Background: an optimization exercise with open tools, aiming at small area, a short achievable clock period and few clock cycles per item. Do not read the settings as production practice. In this exercise RTL edits were held to simulation tests only and were not proved equivalent to the original. Power and IR drop assume default switching activity.

run A:
Design lsu_top, start of the top module:
module lsu_top (
    input  logic                        clk,
    input  logic                        rst_n,
    input  logic                        issue_valid,
    output logic                        issue_ready,
    input  lsu_pkg::lsu_op_e            op,
    input  logic [lsu_pkg::ADDR_W-1:0]  base,
    input  logic [lsu_pkg::ADDR_W-1:0]  offset,
    input  logic [lsu_pkg::XLEN-1:0]    store_data,
    input  logic [lsu_pkg::TAG_W-1:0]   tag,
    input  logic                        commit,
    output logic                        wb_valid,
    input  logic                        wb_ready,
    output logic [lsu_pkg::TAG_W-1:0]   wb_tag,
    output logic [lsu_pkg::XLEN-1:0]    wb_data,
    output logic                        mem_req_valid,
    input  logic                        mem_req_ready,
    output logic                        mem_req_write,
    output logic [lsu_pkg::ADDR_W-1:0]  mem_req_addr,
    output logic [lsu_pkg::MEM_W-1:0]   mem_req_wdata,
    output logic [lsu_pkg::STRB_W-1:0]  mem_req_wstrb,
    input  logic                        mem_resp_valid,
    input  logic [lsu_pkg::MEM_W-1:0]   mem_resp_data
);
    localparam int SQN = 2;    
    localparam int LQN = 3;    
    localparam int RTN = 4;    
    logic        a_v, a_st, a_uns;
    logic [1:0]  a_size;
    logic [3:0]  a_mask;
    logic [31:0] a_addr;      
    logic [19:0] a_lo;        
  ...
clock: 8.5 ns
lec_check: 0
cap_margin: 20
core_margin: 2
core_utilization: 65
cts_cluster_diameter: 60
cts_cluster_size: 24
slew_margin: 20
standard.sh (not shown) runs the stock make flow with config.mk's settings and CLKGATE_MAP_FILE= SYNTH_SCRIPT=/design/flow/synth_recipe.tcl, a recipe that flattens the netlist after the stock synthesis.
==> flow/flow/run.sh <==
#!/bin/bash
export BUFFER_PORTS_ARGS="-buffer_cell sky130_fd_sc_hd__buf_1"
export SETUP_SLACK_MARGIN=5.6
bash standard.sh > standard.log 2>&1
Run A: no failed stages, no open violations at the end
Testbench counts of run A, summed over its fixed seeds: cycles 6,365, items 4,800.
The following lists how run B was set up differently from run A:
Settings: CTS_CLUSTER_DIAMETER now 50, was 60; CORE_UTILIZATION now 60, was 65; CTS_CLUSTER_SIZE now 20, was 24; SETUP_SLACK_MARGIN now 5, previously not set.
==> flow/flow/run.sh <==
#!/bin/bash
# Standard layout, with the port buffers drawn from the smallest buffer cell
# instead of the delay buffer the resizer picks by default. Every input and
# output port still gets its own buffer.
export BUFFER_PORTS_ARGS="-buffer_cell sky130_fd_sc_hd__buf_1"
bash standard.sh > standard.log 2>&1
## What came out
- Reported for run A and run B, number of port buffers turned out identical to the last digit.
- | area of the die | run B vs run A | 3300 µm² higher |
- Relative to run A, the HPWL reported at the end of detailed placement of run B is higher by about 1.4%.
- Diff run A -> run B: growth of design area from synthesis to finish went down by 3.1 points; routed wire length went down 1.5%; total power decreased about 0.57%; part of the total power dissipated in combinational logic shrank by 3.4 points; fraction of the mapped netlist area in adder cells level.
- Number of resized instances in the post-cts repair step came out lower on run B than on run A.
- Relative to run A, the clock latency at the later pin of the worst-skew pair of run B is higher by 0.03 ns.
- Overall global routing resource usage (run B over run A): decrease, 2.5 points
Changes in run C relative to run B:
Settings: CTS_CLUSTER_SIZE changed from 20 to 24; CTS_CLUSTER_DIAMETER changed from 50 to 60; CORE_UTILIZATION changed from 60 to 65.
==> results.txt <==
Both conditions hold for run C: the flow ran to the end and the final layout passed the timing, DRC and antenna checks. Delta (run C minus run B): number of clock-tree buffers in the layout -about 19%; met2 layer usage reported by global route grew by 2.6 points; global-route congestion overflow total essentially unchanged; aggregate routed wire length saw a decrease; total number of vias closely matched the old numbers.
[inputs] run D vs run C
Settings: CTS_CLUSTER_SIZE no longer set, was 24; CTS_CLUSTER_DIAMETER no longer set, was 60; CORE_UTILIZATION now 60, was 65.
==> results.txt <==
- Compared with run C, in run D growth of design area from synthesis to finish moved up; total power after layout moved up; maximum frequency moved up.
- Diff run C -> run D: global-route usage saw a decrease; combinational share of power saw a decrease; die area saw an increase; sequential power saw little to no change.
- For total area of sequential cells, run C and run D come out practically identical.
- Looking at sequential share of layout area, run D sits 0.64 points lower than run C does.

========
lsu_top, a different RTL version from the one above (not shown whole).
Size: about 540 flip-flops, ~0.025 mm^2 of cells after synthesis.
Settings: LEC_CHECK=0, CAP_MARGIN=20, CORE_MARGIN=2, CORE_UTILIZATION=70, CTS_CLUSTER_DIAMETER=60, CTS_CLUSTER_SIZE=24, SETUP_SLACK_MARGIN=5, SLEW_MARGIN=20; clock period 8.5 ns.
==> flow/flow/run.sh <==
#!/bin/bash
# Standard layout, with the port buffers drawn from the smallest buffer cell
# instead of the delay buffer the resizer picks by default. Every input and
# output port still gets its own buffer.
export BUFFER_PORTS_ARGS="-buffer_cell sky130_fd_sc_hd__buf_1"
bash standard.sh > standard.log 2>&1
The starting point completed with no timing, DRC or antenna violations.
Testbench counts at the start, summed over its fixed seeds: cycles 6,462, items 4,800.
==> next run, changes <==
Settings changed: CORE_UTILIZATION 70 to 60, CTS_CLUSTER_DIAMETER 60 to not set, CTS_CLUSTER_SIZE 24 to not set.
Result: The new run went through all stages and came out clean. Setup slack is worse by 3.7 ps. Design area climbs slightly. Via count shrinks by a few percent. Sequential power stays flat. Clock skew is lower by 10 ps. Clock power goes up by a quarter to a third. Total power climbs by a few percent.
==> next run, changes <==
==> flow/flow/run.sh (replaced) <==
#!/bin/bash
export BUFFER_PORTS_ARGS="-buffer_cell sky130_fd_sc_hd__buf_1"
export SETUP_SLACK_MARGIN=5.6
bash standard.sh > standard.log 2>&1
Settings changed: SETUP_SLACK_MARGIN 5 to not set.
Utilization came out higher by 4.7 points.
Setup slack gets better by 200 ps.
Hold slack barely changes.
Via count came out higher by 3.0%.
Global-route usage came out higher by 1.4 points.
==> next run, changes <==
==> flow/flow/run.sh (replaced) <==
#!/bin/bash
export BUFFER_PORTS_ARGS="-buffer_cell sky130_fd_sc_hd__buf_1"
export SETUP_SLACK_MARGIN=5.3
bash standard.sh > standard.log 2>&1
Settings changed: CORE_UTILIZATION 60 to 65, CTS_CLUSTER_DIAMETER set to 60, CTS_CLUSTER_SIZE set to 24.
The changed run ran to the end with no violations.
Routed wire length falls by 7.2%.
Count of clock-buffer cells in the layout falls by 27.
Synthesized cell count does not change.
Final area falls by 6.3%.
Critical path depth does not change.
Non-clock buffer count falls by 59.

-- static timing again, ports no longer ideal --
No port has a modelled driver above. Below, the same layouts with a new extraction and two added sets of constraints. Step 1 assumes that a clkbuf_16 drives the clock port and a buf_2 every other input. Step 2 adds t to the input delays and takes it off the output delays; t is the mean of the earliest and latest rising clock arrival at the registers after step 1. Input paths then give back, and output paths get back, about the clock's delay inside the block. Slacks: ideal / step 1 / step 2; pairs: ideal / step 1.
run	t, ns	slack for setup (ns)	hold slack, ns	worst register clock-pin slew, ns
run A	0.607	4.918 / 4.933 / 4.325	0.450 / 0.450 / 0.450	0.09 / 0.09
run B	0.644	4.918 / 4.918 / 4.342	0.442 / 0.442 / 0.442	0.08 / 0.08
run C	0.621	4.924 / 4.924 / 4.348	0.451 / 0.451 / 0.451	0.09 / 0.09
run D	0.666	4.960 / 4.960 / 4.376	0.440 / 0.440 / 0.440	0.06 / 0.06
the first run of note 2	0.596	5.092 / 5.092 / 4.524	0.451 / 0.451 / 0.451	0.09 / 0.09
the second run of note 2	0.653	5.088 / 5.088 / 4.484	0.440 / 0.440 / 0.440	0.07 / 0.07
the third run of note 2	0.660	5.291 / 5.307 / 4.647	0.438 / 0.438 / 0.438	0.07 / 0.07
the fourth run of note 2	0.593	5.180 / 5.205 / 4.613	0.448 / 0.448 / 0.448	0.09 / 0.09
After both steps every run listed still meets setup and hold. For the third run of note 2, which loses most, drivers alone change the setup slack by +0.016 ns; drivers and shift together by -0.644 ns.
